Source: an optimization exercise on an open RTL-to-GDS flow (aim: small area, a short achievable clock period and few clock cycles per item). Production flows keep margins and buffers that such runs may drop.
Function was checked by simulation only, so behaviour that the tests miss may differ from the original.
Power and IR drop assume default switching activity.

$ cat design/flow/flow/run.sh
#!/bin/bash
# Own flow: the standard ORFS layout, except that the buffers that
# buffer_ports puts on every input and output port are buf_4 cells (the
# default choice here is a delay cell, clkdlybuf4s50_1, which the
# footprint-matching resizer can then not swap for a faster buffer).
# Synthesis is the standard synthesis, unchanged.
set -euo pipefail
bash standard.sh synth > synth.log 2>&1
export BUFFER_PORTS_ARGS="-buffer_cell sky130_fd_sc_hd__buf_4"
bash standard.sh finish > layout.log 2>&1
$ cat design/flow/standard.sh
#!/bin/bash
# synth_recipe.tcl (not shown) runs the flow's synth.tcl, then flattens the netlist and writes it again
# the make line also repeats each setting of config.mk as NAME=value (left out here)
make -C /OpenROAD-flow-scripts/flow DESIGN_CONFIG=/design/flow/config.mk WORK_HOME=/design/flow/orfs CLKGATE_MAP_FILE= SYNTH_SCRIPT=/design/flow/synth_recipe.tcl "${@:-finish}"
$ cat design/flow/config.mk
export PLATFORM = sky130hd
export DESIGN_NAME = mini_mips_core
export DESIGN_NICKNAME = mini_mips_core
export VERILOG_FILES = /design/flow/design.v
export SDC_FILE = /design/flow/constraint.sdc
export NUM_CORES = 4
export LEC_CHECK = 0
export CAP_MARGIN = 20
export CORE_MARGIN = 2
export CORE_UTILIZATION = 60
export CTS_CLUSTER_DIAMETER = 80
export CTS_CLUSTER_SIZE = 25
export PLACE_DENSITY = 0.7
export SETUP_SLACK_MARGIN = 3.55
export SLEW_MARGIN = 20
$ cat design/flow/constraint.sdc
create_clock -name core_clock -period 6.0 [get_ports {clk}]
set_input_delay 1.2000 -clock core_clock [delete_from_list [all_inputs] [get_ports {clk}]]
set_output_delay 1.2000 -clock core_clock [all_outputs]
set_load 0.01 [all_outputs]
$ cat design/flow/design.v
`timescale 1ns/1ps
`default_nettype none
module mini_mips_core (
    input  wire         clk,
    input  wire         rst,
    input  wire  [31:0] boot_addr,
    output logic        imem_req,
    output logic [31:0] imem_addr,
    input  wire         imem_ack,
    input  wire  [31:0] imem_data,
    output logic        wb_valid,
    output logic [4:0]  wb_addr,
    output logic [31:0] wb_data
);
    logic        req_q;
    logic [31:0] pc_q;
    logic        fire;
    assign fire      = req_q & imem_ack;
    assign imem_req  = req_q;
    assign imem_addr = pc_q;
    always_ff @(posedge clk) begin
        if (rst) begin
            req_q <= 1'b1;
        end else if (fire) begin
            req_q <= 1'b0;
        end else if (!imem_ack) begin
            req_q <= 1'b1;
        end
    end
    logic [31:2] pc_ones;
    always_comb begin
        pc_ones[2] = 1'b1;
        for (int i = 3; i < 32; i++) begin
            pc_ones[i] = pc_ones[i-1] & pc_q[i-1];
        end
    end
    always_ff @(posedge clk) begin
        if (rst) begin
            pc_q <= boot_addr;
        end else begin
            pc_q[31:2] <= pc_q[31:2] ^ (pc_ones & {30{fire}});
        end
    end
    logic [31:0] ir;
    always_ff @(posedge clk) begin
        if (fire) begin
            ir <= imem_data;
        end
    end
    logic v1, v2;
    always_ff @(posedge clk) begin
        if (rst) begin
            v1 <= 1'b0;
            v2 <= 1'b0;
        end else begin
            v1 <= fire;
            v2 <= v1;
        end
    end
    logic [5:0]  opcode, funct;
    logic [15:0] imm;
    logic        rtype, known;
    logic [4:0]  dest;
    logic s_add, s_sub, s_slt, s_sltu, s_and, s_or, s_xor, s_nor, s_sll, s_srl, s_lui;
    assign opcode = ir[31:26];
    assign funct  = ir[5:0];
    assign imm    = ir[15:0];
    assign rtype  = (opcode == 6'h00);
    assign dest   = rtype ? ir[15:11] : ir[20:16];
    always_comb begin
        s_add = 1'b0; s_sub = 1'b0; s_slt = 1'b0; s_sltu = 1'b0;
        s_and = 1'b0; s_or = 1'b0; s_xor = 1'b0; s_nor = 1'b0;
        s_sll = 1'b0; s_srl = 1'b0; s_lui = 1'b0;
        known = 1'b1;
        case (opcode)
            6'h00: begin
                case (funct)
                    6'h00: s_sll  = 1'b1;
                    6'h02: s_srl  = 1'b1;
                    6'h21: s_add  = 1'b1;
                    6'h23: s_sub  = 1'b1;
                    6'h24: s_and  = 1'b1;
                    6'h25: s_or   = 1'b1;
                    6'h26: s_xor  = 1'b1;
                    6'h27: s_nor  = 1'b1;
                    6'h2a: s_slt  = 1'b1;
                    6'h2b: s_sltu = 1'b1;
                    default: known = 1'b0;
                endcase
            end
            6'h09: s_add = 1'b1;
            6'h0a: s_slt = 1'b1;
            6'h0c: s_and = 1'b1;
            6'h0d: s_or  = 1'b1;
            6'h0e: s_xor = 1'b1;
            6'h0f: s_lui = 1'b1;
            default: known = 1'b0;
        endcase
    end
    logic       ex_we;
    logic [4:0] ex_dest;
    logic [4:0] ex_sh;
    logic [4:0] ex_rot;
    logic       e_add, e_sub, e_slt, e_sltu, e_and, e_or, e_xor, e_nor, e_sll, e_srl, e_lui;
    always_ff @(posedge clk) begin
        if (rst) begin
            ex_we <= 1'b0;
        end else begin
            ex_we <= v2 && known && (dest != 5'd0);
        end
    end
    logic       e2_we;
    logic [4:0] e2_dest;
    always_ff @(posedge clk) begin
        if (rst) begin
            e2_we <= 1'b0;
        end else begin
            e2_we <= ex_we;
        end
        e2_dest <= ex_dest;
    end
    always_ff @(posedge clk) begin
        ex_dest <= dest;
        ex_sh   <= ir[10:6];
        ex_rot  <= funct[1] ? 5'(6'd32 - {1'b0, ir[10:6]}) : ir[10:6];
        e_add   <= s_add | s_sub;
        e_sub   <= s_sub;
        e_slt   <= s_slt;
        e_sltu  <= s_sltu;
        e_and   <= s_and;
        e_or    <= s_or;
        e_xor   <= s_xor;
        e_nor   <= s_nor;
        e_sll   <= s_sll;
        e_srl   <= s_srl;
        e_lui   <= s_lui;
    end
    logic [31:0] regs [1:31];
    logic [31:0] wdata;
    logic        rst_q;
    always_ff @(posedge clk) begin
        rst_q <= rst;
    end
    assign wdata = rst_q ? 32'h0 : wb_data;
    always_ff @(posedge clk) begin
        for (int i = 1; i < 32; i++) begin
            if (rst_q || (wb_valid && wb_addr == 5'(i))) begin
                regs[i] <= wdata;
            end
        end
    end
    logic [4:0]  raddr_d;
    logic        imm_d, bye_d, byw_d;
    logic [31:1] rsel;
    logic        sel_e2, sel_wb, sel_ilo, sel_isx, sel_ihi;
    logic [31:0] rdata;
    logic [31:0] result2;
    assign raddr_d = fire ? imem_data[25:21] : ir[20:16];
    assign imm_d   = v1 && !rtype;
    assign bye_d   = !imm_d && ex_we && (ex_dest == raddr_d);
    assign byw_d   = !imm_d && !bye_d && e2_we && (e2_dest == raddr_d);
    always_ff @(posedge clk) begin
        for (int i = 1; i < 32; i++) begin
            rsel[i] <= (raddr_d == 5'(i)) && !imm_d && !bye_d && !byw_d;
        end
        sel_e2  <= bye_d;
        sel_wb  <= byw_d;
        sel_ilo <= imm_d && (opcode[2:0] != 3'b111);
        sel_isx <= imm_d && (opcode[2:0] == 3'b001 || opcode[2:0] == 3'b010) && imm[15];
        sel_ihi <= imm_d && (opcode[2:0] == 3'b111);
    end
    always_comb begin
        rdata = ({32{sel_e2}} & result2) | ({32{sel_wb}} & wb_data)
              | {({16{sel_ihi}} & imm) | {16{sel_isx}}, {16{sel_ilo}} & imm};
        for (int i = 1; i < 32; i++) begin
            rdata = rdata | ({32{rsel[i]}} & regs[i]);
        end
    end
    logic [31:0] x_q, y_q;
    logic        fwd;
    logic        inv;
    always_ff @(posedge clk) begin
        fwd <= v1 && ex_we && (ex_dest == ir[25:21]);
        inv <= v1 && (s_sub || s_slt || s_sltu);
    end
    always_ff @(posedge clk) begin
        x_q <= rdata;
        y_q <= (fwd ? result2 : x_q) ^ {32{inv}};
    end
    logic [31:0] g [0:4];
    logic [31:0] p [0:4];
    logic [31:0] c0, c1;      
    logic [31:0] pn;
    logic [31:0] s0, s1;      
    logic        p31, slt0, slt1, sltu0, sltu1;
    assign g[0] = y_q & x_q;
    assign p[0] = y_q | x_q;
    assign pn   = y_q ^ x_q ^ {32{e_sub}};
    genvar lv, b;
    generate
        for (lv = 0; lv < 4; lv++) begin : g_lv
            for (b = 0; b < 32; b++) begin : g_b
                if ((b % 16) >= (1 << lv)) begin : g_op
                    assign g[lv+1][b] = g[lv][b] | (p[lv][b] & g[lv][b - (1 << lv)]);
                    assign p[lv+1][b] = p[lv][b] & p[lv][b - (1 << lv)];
                end else begin : g_pass
                    assign g[lv+1][b] = g[lv][b];
                    assign p[lv+1][b] = p[lv][b];
                end
            end
        end
    endgenerate
    assign c0 = {g[4][30:16], 1'b0, g[4][14:0], 1'b0};
    assign c1 = {g[4][30:16] | p[4][30:16], 1'b1, g[4][14:0], 1'b0};
    assign s0 = pn ^ c0;
    assign s1 = pn ^ c1;
    assign p31   = y_q[31] ^ x_q[31];
    assign sltu0 = p31 ? c0[31] : y_q[31];
    assign sltu1 = p31 ? c1[31] : y_q[31];
    assign slt0  = p31 ? c0[31] : ~y_q[31];
    assign slt1  = p31 ? c1[31] : ~y_q[31];
    logic [63:0] rot2;
    logic [31:0] rot;
    logic [31:0] lmask, rmask, shres;
    assign rot2 = {x_q, x_q} << ex_rot;
    assign rot  = rot2[63:32];
    always_comb begin
        for (int i = 0; i < 32; i++) begin
            lmask[i]      = (5'(i) >= ex_sh);
            rmask[31 - i] = lmask[i];
        end
    end
    assign shres = rot & (({32{e_sll}} & lmask) | ({32{e_srl}} & rmask));
    logic [31:0] rest;
    assign rest = ({32{e_and}} & (y_q & x_q))
                | ({32{e_or}}  & (y_q | x_q))
                | ({32{e_xor}} & (y_q ^ x_q))
                | ({32{e_nor}} & ~(y_q | x_q))
                | shres
                | ({32{e_lui}} & x_q);
    logic [15:0] r_lo, r_h0, r_h1;
    logic        r_c16, r_cmp0, r_cmp1;
    always_ff @(posedge clk) begin
        r_lo   <= e_add ? s0[15:0]  : rest[15:0];
        r_h0   <= e_add ? s0[31:16] : rest[31:16];
        r_h1   <= e_add ? s1[31:16] : rest[31:16];
        r_c16  <= g[4][15];
        r_cmp0 <= (e_slt & slt0) | (e_sltu & sltu0);
        r_cmp1 <= (e_slt & slt1) | (e_sltu & sltu1);
    end
    assign result2 = {r_c16 ? r_h1 : r_h0, r_lo[15:1], r_lo[0] | (r_c16 ? r_cmp1 : r_cmp0)};
    always_ff @(posedge clk) begin
        if (rst) begin
            wb_valid <= 1'b0;
        end else begin
            wb_valid <= e2_we;
        end
    end
    always_ff @(posedge clk) begin
        wb_addr <= e2_dest;
        wb_data <= result2;
    end
endmodule
`default_nettype wire
==> impl_metrics.yaml, run 1 <==
power_and_ir_drop:
  power.total_mw: 18.13
  powerDensity_nw_per_um2: 314.4
  ir_drop_mv: 0.2389
  total_leakage_power_nw: 20.49
clock_network:
  ctsLongestPathBuffers: 3
  cts_hold_buf: 0
  htree_levels: 3
  cts_tree: "done"
  cts-root-buf: "clkbuf_16"
  clkSinkCount: 1283
  clk_pin_slew_worst_paths_ps: 100
  clk_latency_ps: 670
  cts_buffers: 66
place:
  hpwl_um: 108200
  gp_congestion: 0.9673
  port_buffers: 137
  dp_worst_setup_slack_ps: 2252
  place_inst: 4718
  place_area_sq_um: 54130
hold_path:
  min_path_type: "register to register"
  hold_depth: 0
  hold_path_end: "wb_addr[4]$_DFF_P_"
  hold_start: "e2_dest[4]$_DFF_P_"
yosys:
  synthesis.yosys.warnings: 4
  synth_top_area_share: 0.6020
  async_flop_share: 0
  synth_area_leader_cell: "edfxtp_1"
  synthDistinctLibCells: 72
  syn_inst: 3535
  synth_most_common_cell: "edfxtp_1"
  synth-edff-count: 1026
  synth_area_leaders: "edfxtp_1, dfxtp_1, a22oi_1"
  syn_area_sq_um: 51180
  syn_avg_cell_area_sq_um: 14.48
  synthFlopType: "edfxtp_1"
  synth-seq-area-share: 0.7025
  synth_commonest_cells: "edfxtp_1, a22oi_1, dfxtp_1"
  synth_seq_cells: 1283
  syn_nets: 3668
timing:
  setup_viol: 0
  fmaxAchievable_mhz: 399.2
  finalMaxSlewViolations: 0
  fin_crit_sh: 0.4175
  rsz0062_at_grt: "true"
  worstMarginPinSlew_ps: 1111
  whs_ps: 376.4
  fin_ws_ps: 3495
  finClkSkew_ps: 31.85
  setup_tns_ps: 0
  hold_viol_final: 0
  period_needed_ps: 2505
  slew_headroom: 0.2559
finish:
  drive_gt1_frac: 0.1951
  multiInputGateArea_sq_um: 15240
  syn_to_final_growth_pct: 12.64
  fin_area_sq_um: 57650
  finish.utilization: 0.6792
  fin_cells: 4883
  num-nets-final: 3816
  nFillCells: 5917
  seq_area_sq_um: 36140
floorplan:
  fp.dieW_um: 296.1
  fp-row-count: 107
  fp.dieH_um: 296.1
  core_sq_um: 84880
  num_io_pins: 138
  dieArea_sq_um: 87660
  initial_core_util: 0.6030
global_routing:
  grt_usage: 0.4171
  grt_max_degree: 82
  antenna_found_initial: 6
  grt.overflow.total: 0
  grt_pass1_vias: 33430
  grt_pass1_wl_um: 252300
job:
  drv_cap: 0
detailed_routing:
  drc: 0
  antenna_left: 0
  routed_wl_um: 183500
  drtIter0Drc: 5370
  wire_per_inst_um: 37.58
  drtPass1Iterations: 6
  viasPerCell: 7.196
  via_count: 35140
outcome:
  outcome: "no timing/DRC/antenna violations"
worst_setup_path:
  r2r_cells: 6
  r2r_slack_ps: 3520
  r2r-start: "rsel[17]$_DFF_P_"
  crit_path_end_kind: "register"
  reg2reg_to: "x_q[4]$_DFF_P_"
  cp-startpoint: "imem_ack"
  crit_required_ps: 6550
  start_kind: "primary input"
  path_max_fanout: 8
  crit_type: "primary input to register"
  cp_data_arrival_time_ps: 3050
[cells in the final DEF (no fill, tap or decap), types with 59 or more instances in the layout]
| master | Yosys | routed |
|---|---|---|
| clkbuf_16 | 0 | 70 |
| inv_1 | 95 | 94 |
| a221oi_1 | 73 | 65 |
| nor2_1 | 87 | 60 |
| a22o_1 | 76 | 76 |
| nand3_1 | 106 | 100 |
| xnor2_1 | 106 | 106 |
| dfxtp_1 | 257 | 152 |
| edfxtp_1 | 1026 | 1026 |
| nand4_1 | 99 | 99 |
| ha_1 | 66 | 59 |
| dfxtp_2 | 0 | 82 |
| a21oi_1 | 153 | 136 |
| a22oi_1 | 422 | 422 |
| buf_4 | 3 | 254 |
| nand2_1 | 194 | 179 |
| mux2i_1 | 117 | 107 |
[logic make-up after synthesis]
kind of cell / count (synthesis) / synth area share
xor+xnor: 147 / 0.02515
buf+inv: 303 / 0.02295
simple gates: 664 / 0.06529
fa+ha+maj: 66 / 0.01613
compound gates: 889 / 0.1235
flops: 1283 / 0.7025
mux: 183 / 0.04444
[final cells by class]
cell class,instances,area share
well taps,1144,0.02483
clock buffers,105,0.03192
clock inverters,16,0.004058
multi-input cells,1949,0.2644
repair buffers,285,0.04100
inverters,97,0.006641
flip-flops and latches,1283,0.6269
repair inverters,1,0.0001302
diodes,3,0.0001302
[worst max path at each step]
stage,depth (start not counted),endpoint
6_report,8,rsel[9]$_DFF_P_
5_1_grt,8,rsel[10]$_DFF_P_
4_1_cts,10,r_h1[12]$_DFF_P_
3_5_place_dp,8,pc_q[31]$_DFF_P_
3_3_place_gp,8,pc_q[31]$_DFF_P_
2_1_floorplan,3,regs[18][0]$_DFFE_PP_
[sequential cells by signal (all words and copies together), names as in the netlist, 31 cells and up]
signal   flops
pc_q        32
regs       992
wb_data     32
y_q         32
ir          32
x_q         32
rsel        31
[layer usage]
layer	track usage	vias to the layer above	wire length [um]
met4	0.2720	6	14130
met5	0	-	25
li1	-	14130	-
met2	0.6557	2923	84150
met3	0.1003	624	24480
met1	0.5206	17460	60730
[worst max-delay path, cell delays in order]
cell and delay [ps]:
buf_12 110, a21bo_4 210, and3_4 140, or4_4 500, or4_4 430, and2b_4 260
nand2_8 140, nor2_1 50
[timing repair]
item / CTS / global route
endpoints found under the setup margin: 994 / 186
gates cloned: 2 / 2
setup buffers: 20 / 17
gates resized for setup: 167 / 118
pin swaps: 13 / 19
[report_power, final]
part           total [mW]  internal (mW)  leakage [nW]  switching [mW]
Combinational        2.45          0.908          6.78            1.55
Sequential           10.5           10.1          12.7           0.429
Clock                5.15           2.22         0.989            2.93
Testbench counts, summed over its fixed seeds: cycles 11,942, instrs 4,800.
==> run 2: changes to the inputs <==
--- a/design/flow/config.mk
+++ b/design/flow/config.mk
@@ -7,9 +7,9 @@
 export LEC_CHECK = 0
 export CAP_MARGIN = 20
 export CORE_MARGIN = 2
-export CORE_UTILIZATION = 60
+export CORE_UTILIZATION = 50
 export CTS_CLUSTER_DIAMETER = 80
 export CTS_CLUSTER_SIZE = 25
-export PLACE_DENSITY = 0.7
+export PLACE_DENSITY = 0.65
 export SETUP_SLACK_MARGIN = 3.55
 export SLEW_MARGIN = 20
==> run 2 against run 1 <==
  * Total power fell by 0.45%
  * Register-to-register slack lost 20 ps
  * First-iteration DRC count fell by 1.6%
  * Final area hardly changed
  * Clock-buffer cell count decreased by 1
  * Critical endpoint is now x_q[23]$_DFF_P_
  * Global-route usage shrank 8.3 points
  * Final cell count rose by 4.4%
  * Worst hold slack worse by 9.5 ps
  * Setup slack better by 4.5 ps
  * Sequential power hardly changed
  * Fmax up 0.18%
==> impl_metrics.yaml, run 2 <==
outcome:
  outcome: "no timing/DRC/antenna violations"
detailed_routing:
  routed_wl_um: 177200
  met3_wirelength_um: 22020
  drc: 0
  wl_met2_um: 82550
  wl_met1_um: 64020
  drtIter0Drc: 5283
  wire_per_inst_um: 34.76
  drtPass1Iterations: 6
  antenna_left: 0
  viasPerCell: 6.799
  top_layer: "met5"
  via_count: 34650
hold_path:
  hold_start: "e2_dest[1]$_DFF_P_"
  hold_depth: 0
  min_path_type: "register to register"
  hold_path_end: "wb_addr[1]$_DFF_P_"
clock_network:
  cts_tree: "done"
  clkSinkCount: 1283
  htree_levels: 3
  clk_latency_ps: 690
  cts_hold_buf: 0
  cts-root-buf: "clkbuf_16"
  cts_buffers: 67
  clk_pin_slew_worst_paths_ps: 100
  ctsLongestPathBuffers: 3
yosys:
  synth_most_common_cell: "edfxtp_1"
  syn_area_sq_um: 51180
  synth_mux_area_frac: 0.04444
  synth-seq-area-share: 0.7025
  synth-edff-count: 1026
  synth_compound_gate_area_share: 0.1235
  synth_area_leader_cell: "edfxtp_1"
  yosys.area_share.adder: 0.01613
  synth_area_leaders: "edfxtp_1, dfxtp_1, a22oi_1"
  synth_top_area_share: 0.6020
  synthFlopType: "edfxtp_1"
  async_flop_share: 0
  yosys.area_share.simple: 0.06529
  synthDistinctLibCells: 72
  synth_seq_cells: 1283
  synthesis.yosys.warnings: 4
  syn_avg_cell_area_sq_um: 14.48
  synth_commonest_cells: "edfxtp_1, a22oi_1, dfxtp_1"
  syn_inst: 3535
  synth_top_family_by_area: "compound AO/OA/AOI/OAI gates"
  syn_nets: 3668
  synth_xor_area_frac: 0.02515
global_routing:
  grt_pass1_wl_um: 244500
  grt_pass1_vias: 32450
  grt_usage: 0.3343
  antenna_found_initial: 9
  grt_max_degree: 68
  grt.overflow.total: 0
worst_setup_path:
  r2r_cells: 6
  r2r_slack_ps: 3500
  crit_required_ps: 6380
  crit_path_end_kind: "register"
  worstPathCellList: "buf_6 -> a22o_1 -> a221oi_1 -> nand3_1 -> nor4_1 -> nand4_1"
  r2r-start: "rsel[2]$_DFF_P_"
  reg2reg_to: "x_q[23]$_DFF_P_"
  crit_type: "register to register"
  slowest_stage: "dfxtp_4"
  slowest_delay_ps: 520
  start_kind: "register"
  path_max_fanout: 20
  cp_data_arrival_time_ps: 2890
floorplan:
  core_sq_um: 101600
  fp.dieH_um: 323.9
  num_io_pins: 138
  dieArea_sq_um: 104900
  initial_core_util: 0.5038
  fp.dieW_um: 323.9
  fp-row-count: 117
place:
  dp_worst_setup_slack_ps: 2300
  place_inst: 4940
  hpwl_um: 100500
  gp_congestion: 0.9145
  place_area_sq_um: 54420
  port_buffers: 137
power_and_ir_drop:
  powerDensity_nw_per_um2: 313.1
  total_leakage_power_nw: 20.44
  ir_drop_mv: 0.2287
job:
  drv_cap: 0
timing:
  setup_tns_ps: 0
  fin_ws_ps: 3500
  setup_viol: 0
  fmaxAchievable_mhz: 399.9
  worstMarginPinSlew_ps: 1092
  rsz0062_at_grt: "true"
  slew_headroom: 0.2686
  period_needed_ps: 2500
  finalMaxSlewViolations: 0
  whs_ps: 366.9
  fin_crit_sh: 0.4167
  finClkSkew_ps: 38.16
  hold_viol_final: 0
finish:
  multiInputGateArea_sq_um: 14960
  layout_common_cells: "edfxtp_1, a22oi_1, buf_4"
  largest_reg_flops: 992
  fin_area_sq_um: 57640
  largest_register: "regs"
  num-nets-final: 3806
  syn_to_final_growth_pct: 12.61
  seq_area_sq_um: 36160
  fin_cells: 5097
  nFillCells: 7965
  layout_commonest_cell: "edfxtp_1"
  drive_gt1_frac: 0.1817
-- run 2: cell counts after synthesis --
Identical to the previous run, type by type.
-- run 2: logic make-up (layout without fill, tap and decap cells) --
kind of cell / count (synthesis) / in the layout
other: 0 / 4
adder cells (fa/ha/maj): 66 / 66
buffers and inverters: 303 / 493
XOR/XNOR: 147 / 147
AO/OA/AOI/OAI: 889 / 889
AND/OR/NAND/NOR: 664 / 664
multiplexers: 183 / 183
flip-flops: 1283 / 1283
-- run 2: area by class of cell --
type	count	share of cell area
clock inverters	17	0.004494
flip-flops and latches	1283	0.6274
multi-input cells	1949	0.2595
inverters	97	0.006643
well taps	1368	0.02970
repair buffers	274	0.03925
repair inverters	1	0.0001303
clock buffers	104	0.03278
diodes	4	0.0001737
-- run 2: report_power, final --
group          internal (mW)  switching [mW]
Clock                   2.29            2.97
Combinational          0.866            1.41
Sequential              10.1           0.416
-- run 2: timing repair --
action / 4_1_cts / 5_1_grt
pin swaps: 12 / 13
gates resized for setup: 133 / 99
endpoints found under the setup margin: 990 / 202
buffers inserted: 17 / 11
cloned: 1 / 2
-- run 2: critical path: cells and delay by family (launching register included) --
kind / cells / cell delay [ps]
AO/OA/AOI/OAI: 2 / 470
buffers and inverters: 1 / 280
flip-flops: 1 / 520
AND/OR/NAND/NOR: 3 / 900
-- run 2: worst max path at each step --
stage,start,to,slack [ps],depth (start not counted)
detailed placement,imem_ack,pc_q[31]$_DFF_P_,2300,8
floorplan,wb_addr[0]$_DFF_P_,regs[18][0]$_DFFE_PP_,2850,3
finish,rsel[2]$_DFF_P_,x_q[23]$_DFF_P_,3500,6
CTS,x_q[16]$_DFF_P_,r_h1[15]$_DFF_P_,3530,8
global placement,imem_ack,pc_q[31]$_DFF_P_,2370,8
global route,x_q[24]$_DFF_P_,r_h0[15]$_DFF_P_,3510,9
-- run 2: metrics by stage --
step | utilization | power, mW
2_1_floorplan | - | 11.89
3_3_place_gp | 0.5355 | 12.75
3_5_place_dp | 0.5357 | 12.80
4_1_cts | 0.5625 | 17.93
5_1_grt | 0.5672 | 18.52
6_report | 0.5673 | 18.04
-- run 2: routing by layer --
metal  GRT usage  vias to the layer above
li1            -                    14100
met1      0.4437                    17560
met2      0.5381                     2562
met3     0.07317                      428
met4      0.1320                        4
met5           0                        -
==> run 3: changes to the inputs <==
--- a/design/flow/design.v
+++ b/design/flow/design.v
@@ -138,33 +138,45 @@
     logic [31:0] regs [1:31];
     logic [31:0] wdata;
     logic        rst_q;
+    logic [31:1] we_q;
     always_ff @(posedge clk) begin
         rst_q <= rst;
+        for (int i = 1; i < 32; i++) begin
+            we_q[i] <= rst || (e2_we && e2_dest == 5'(i));
+        end
     end
     assign wdata = rst_q ? 32'h0 : wb_data;
     always_ff @(posedge clk) begin
         for (int i = 1; i < 32; i++) begin
-            if (rst_q || (wb_valid && wb_addr == 5'(i))) begin
+            if (we_q[i]) begin
                 regs[i] <= wdata;
             end
         end
     end
-    logic [4:0]  raddr_d;
-    logic        imm_d, bye_d, byw_d;
+    logic [4:0]  ra_a, ra_b;
+    logic        imm_d, bye_a, byw_a, bye_b, byw_b;
+    logic [31:1] rsel_a, rsel_b;
     logic [31:1] rsel;
     logic        sel_e2, sel_wb, sel_ilo, sel_isx, sel_ihi;
     logic [31:0] rdata;
     logic [31:0] result2;
-    assign raddr_d = fire ? imem_data[25:21] : ir[20:16];
-    assign imm_d   = v1 && !rtype;
-    assign bye_d   = !imm_d && ex_we && (ex_dest == raddr_d);
-    assign byw_d   = !imm_d && !bye_d && e2_we && (e2_dest == raddr_d);
-    always_ff @(posedge clk) begin
-        for (int i = 1; i < 32; i++) begin
-            rsel[i] <= (raddr_d == 5'(i)) && !imm_d && !bye_d && !byw_d;
-        end
-        sel_e2  <= bye_d;
-        sel_wb  <= byw_d;
+    assign ra_a  = imem_data[25:21];
+    assign ra_b  = ir[20:16];
+    assign imm_d = v1 && !rtype;
+    assign bye_a = ex_we && (ex_dest == ra_a);
+    assign byw_a = !bye_a && e2_we && (e2_dest == ra_a);
+    assign bye_b = !imm_d && ex_we && (ex_dest == ra_b);
+    assign byw_b = !imm_d && !bye_b && e2_we && (e2_dest == ra_b);
+    always_comb begin
+        for (int i = 1; i < 32; i++) begin
+            rsel_a[i] = (ra_a == 5'(i)) && !bye_a && !byw_a;
+            rsel_b[i] = (ra_b == 5'(i)) && !imm_d && !bye_b && !byw_b;
+        end
+    end
+    always_ff @(posedge clk) begin
+        rsel    <= fire ? rsel_a : rsel_b;
+        sel_e2  <= fire ? bye_a : bye_b;
+        sel_wb  <= fire ? byw_a : byw_b;
         sel_ilo <= imm_d && (opcode[2:0] != 3'b111);
         sel_isx <= imm_d && (opcode[2:0] == 3'b001 || opcode[2:0] == 3'b010) && imm[15];
         sel_ihi <= imm_d && (opcode[2:0] == 3'b111);
==> run 3 against run 2 <==
  * Synthesized cell count rose by 0.71%
  * Non-clock buffer count shrank 40
  * Largest cell class unchanged
  * Via count fell by 0.71%
  * Routed wire length shrank 0.43%
  * Flip-flop and latch count up 31
  * Critical path type unchanged
  * Core utilization down 1.1 points
  * Clock power fell by 3%
  * Final cell count fell by 0.24%
  * Global-route usage is 1.1 points lower
  * Clock skew decreased by 6.0 ps
  * Largest power group unchanged
  * Worst hold slack better by 51 ps
==> impl_metrics.yaml, run 3 <==
timing:
  fin_crit_sh: 0.4117
  setup_tns_ps: 0
  fin_ws_ps: 3530
  rsz0062_at_grt: "true"
  whs_ps: 417.9
  slew_headroom: 0.2437
  finClkSkew_ps: 32.16
  period_needed_ps: 2470
  fmaxAchievable_mhz: 404.8
  worstMarginPinSlew_ps: 1129
  setup_viol: 0
  finalMaxSlewViolations: 0
  hold_viol_final: 0
detailed_routing:
  antenna_left: 0
  via_count: 34410
  routed_wl_um: 176400
  drc: 0
  viasPerCell: 6.767
  drtPass1Iterations: 8
  drtIter0Drc: 5462
  wire_per_inst_um: 34.69
finish:
  drive_gt1_frac: 0.1672
  nFillCells: 8280
  seq_area_sq_um: 36840
  fin_cells: 5085
  finish.utilization: 0.5565
  largest_reg_flops: 992
  multiInputGateArea_sq_um: 14680
  syn_to_final_growth_pct: 10.42
  fin_area_sq_um: 57510
  largest_register: "regs"
  num-nets-final: 3785
  layout_commonest_cell: "edfxtp_1"
  layout_common_cells: "edfxtp_1, a22oi_1, buf_4"
yosys:
  async_flop_share: 0
  synth-seq-area-share: 0.7023
  synthFlopType: "edfxtp_1"
  synth_most_common_cell: "edfxtp_1"
  syn_inst: 3560
  synthDistinctLibCells: 76
  syn_nets: 3693
  synth_area_leaders: "edfxtp_1, dfxtp_1, a22oi_1"
  syn_area_sq_um: 52080
  synth_area_leader_cell: "edfxtp_1"
  synth-edff-count: 1026
  synth_commonest_cells: "edfxtp_1, a22oi_1, dfxtp_1"
  synthesis.yosys.warnings: 4
  synth_top_area_share: 0.5916
  syn_avg_cell_area_sq_um: 14.63
  synth_seq_cells: 1314
worst_setup_path:
  crit_required_ps: 6410
  crit_type: "register to register"
  crit_path_end_kind: "register"
  cp_data_arrival_time_ps: 2880
  start_kind: "register"
  path_max_fanout: 17
clock_network:
  htree_levels: 3
  cts_tree: "done"
  cts-root-buf: "clkbuf_16"
  cts_buffers: 66
  clk_latency_ps: 670
  ctsLongestPathBuffers: 3
  clkSinkCount: 1314
  clk_pin_slew_worst_paths_ps: 100
place:
  gp_congestion: 0.9271
  place_inst: 4941
  dp_worst_setup_slack_ps: 2868
  port_buffers: 137
  place_area_sq_um: 54790
  hpwl_um: 97170
outcome:
  outcome: "no timing/DRC/antenna violations"
power_and_ir_drop:
  total_leakage_power_nw: 20.33
  p_int_mw: 13.33
  pwr-share-seq: 0.605
  clkPwrFrac: 0.284
  switching_power_mw: 4.701
  powerDensity_nw_per_um2: 313.6
  p_sw_frac: 0.2607
  ir_drop_mv: 0.2802
  power.total_mw: 18.03
  power_frac_comb: 0.112
global_routing:
  grt.overflow.total: 0
  grt_pass1_wl_um: 243600
  antenna_found_initial: 5
  grt_usage: 0.3231
  grt_max_degree: 73
  grt_pass1_vias: 32060
floorplan:
  dieArea_sq_um: 106800
  initial_core_util: 0.5039
  fp-row-count: 118
  fp.dieW_um: 326.7
  num_io_pins: 138
  core_sq_um: 103300
  fp.dieH_um: 326.7
hold_path:
  min_path_type: "register to register"
job:
  drv_cap: 0
==> run 3: cell types whose count changed in the layout (fill, tap and decap cells not counted), sizes merged, moves of 20 or more <==
| cell | previous run | this run |
|---|---|---|
| a22o | 76 | 130 |
| a221oi | 73 | 131 |
| nand2 | 199 | 179 |
| o22ai | 8 | 36 |
| nor2 | 88 | 62 |
| buf | 272 | 231 |
| a22oi | 422 | 306 |
| dfxtp | 257 | 288 |
==> run 3: timing repair <==
item | 4_1_cts | 5_1_grt
resized for setup | 79 | 84
buffers inserted | 7 | 10
setup endpoints to repair | 102 | 101
gates cloned | 1 | 4
hold buffers | 0 | 0
pin swaps | 5 | 21
==> run 3: power groups by stage <==
| stage | sequential, mW | combinational, mW | clock [mW] |
|---|---|---|---|
| after floorplan | 10.8 | 1.28 | 0 |
| after global placement | 11.1 | 1.85 | 0 |
| after detailed placement | 11.1 | 1.87 | 0 |
| after CTS | 10.9 | 1.91 | 5.14 |
| after global routing | 10.9 | 2.15 | 5.44 |
| final | 10.9 | 2.02 | 5.12 |
==> run 3: cells by family after synthesis <==
logic type / count (synthesis) / share of synthesized area
compound gates: 919 / 0.1286
xor+xnor: 156 / 0.02623
fa+ha+maj: 66 / 0.01586
buf+inv: 310 / 0.02325
flops: 1314 / 0.7023
mux: 179 / 0.04303
simple gates: 616 / 0.06078
==> run 3: worst paths after layout <==
path,from,endpoint,slack [ps],cells after the start
worst min register to register,r_lo[7]$_DFF_P_,wb_data[7]$_DFF_P_,420,0
worst min-delay path,r_lo[7]$_DFF_P_,wb_data[7]$_DFF_P_,420,0
worst max-delay path,rsel[19]$_DFF_P_,x_q[12]$_DFF_P_,3530,7
worst max register to register,rsel[19]$_DFF_P_,x_q[12]$_DFF_P_,3530,7
==> run 3: critical path, stage by stage (launching register included) <==
cell	delay, ps
dfxtp_2	390
buf_4	270
buf_6	260
a22o_1	240
a221oi_1	210
nand4_1	150
nor3_1	300
nand4_1	350
==> run 3: layout make-up <==
type	instances	share of cell area
Timing Repair inverter	2	0.0002176
Clock inverter	14	0.002807
Sequential cell	1314	0.6405
Inverter	98	0.006527
Clock buffer	105	0.03181
Antenna cell	2	0.00008702
Tap cell	1380	0.03002
Timing Repair Buffer	234	0.03274
Multi-Input combinational cell	1936	0.2553
==> run 3: metal layers <==
metal	global-route usage	part of all wire	wire (um)
met1	0.4343	0.37	65310
met2	0.5216	0.47	82850
met3	0.05459	0.11	19700
met4	0.1394	0.048	8502
met5	0	0.00015	27
Testbench counts of run 3, summed over its fixed seeds: cycles 11,942, instrs 4,800.

## what the ideal ports hide
How much do the figures lean on ideal ports? The routed layouts below were timed once more, with nothing changed but the port constraints.
Step 1 assumes that a clkbuf_16 drives the clock port and a buf_2 every other input.
Step 2 moves the port delays by t, midway between the first and last clock arrival at a register: inputs arrive t later, outputs are due t later. That takes back most of the time a late clock gives input paths.
Slacks: ideal ports / drivers / drivers and shift; pairs: ideal ports / drivers.
run | t, ns | setup WS [ns] | hold WS [ns] | latest minus earliest clock arrival (ns)
run 1 | 0.726 | 3.495 / 3.480 / 2.759 | 0.376 / 0.376 / 0.376 | 0.033 / 0.033
run 2 | 0.734 | 3.500 / 3.500 / 2.831 | 0.367 / 0.367 / 0.367 | 0.039 / 0.039
run 3 | 0.736 | 3.530 / 3.483 / 2.950 | 0.418 / 0.418 / 0.418 | 0.035 / 0.035
After both steps every run listed still meets setup and hold. For run 1, which loses most, drivers alone change the setup slack by -0.015 ns; drivers and shift together by -0.736 ns.
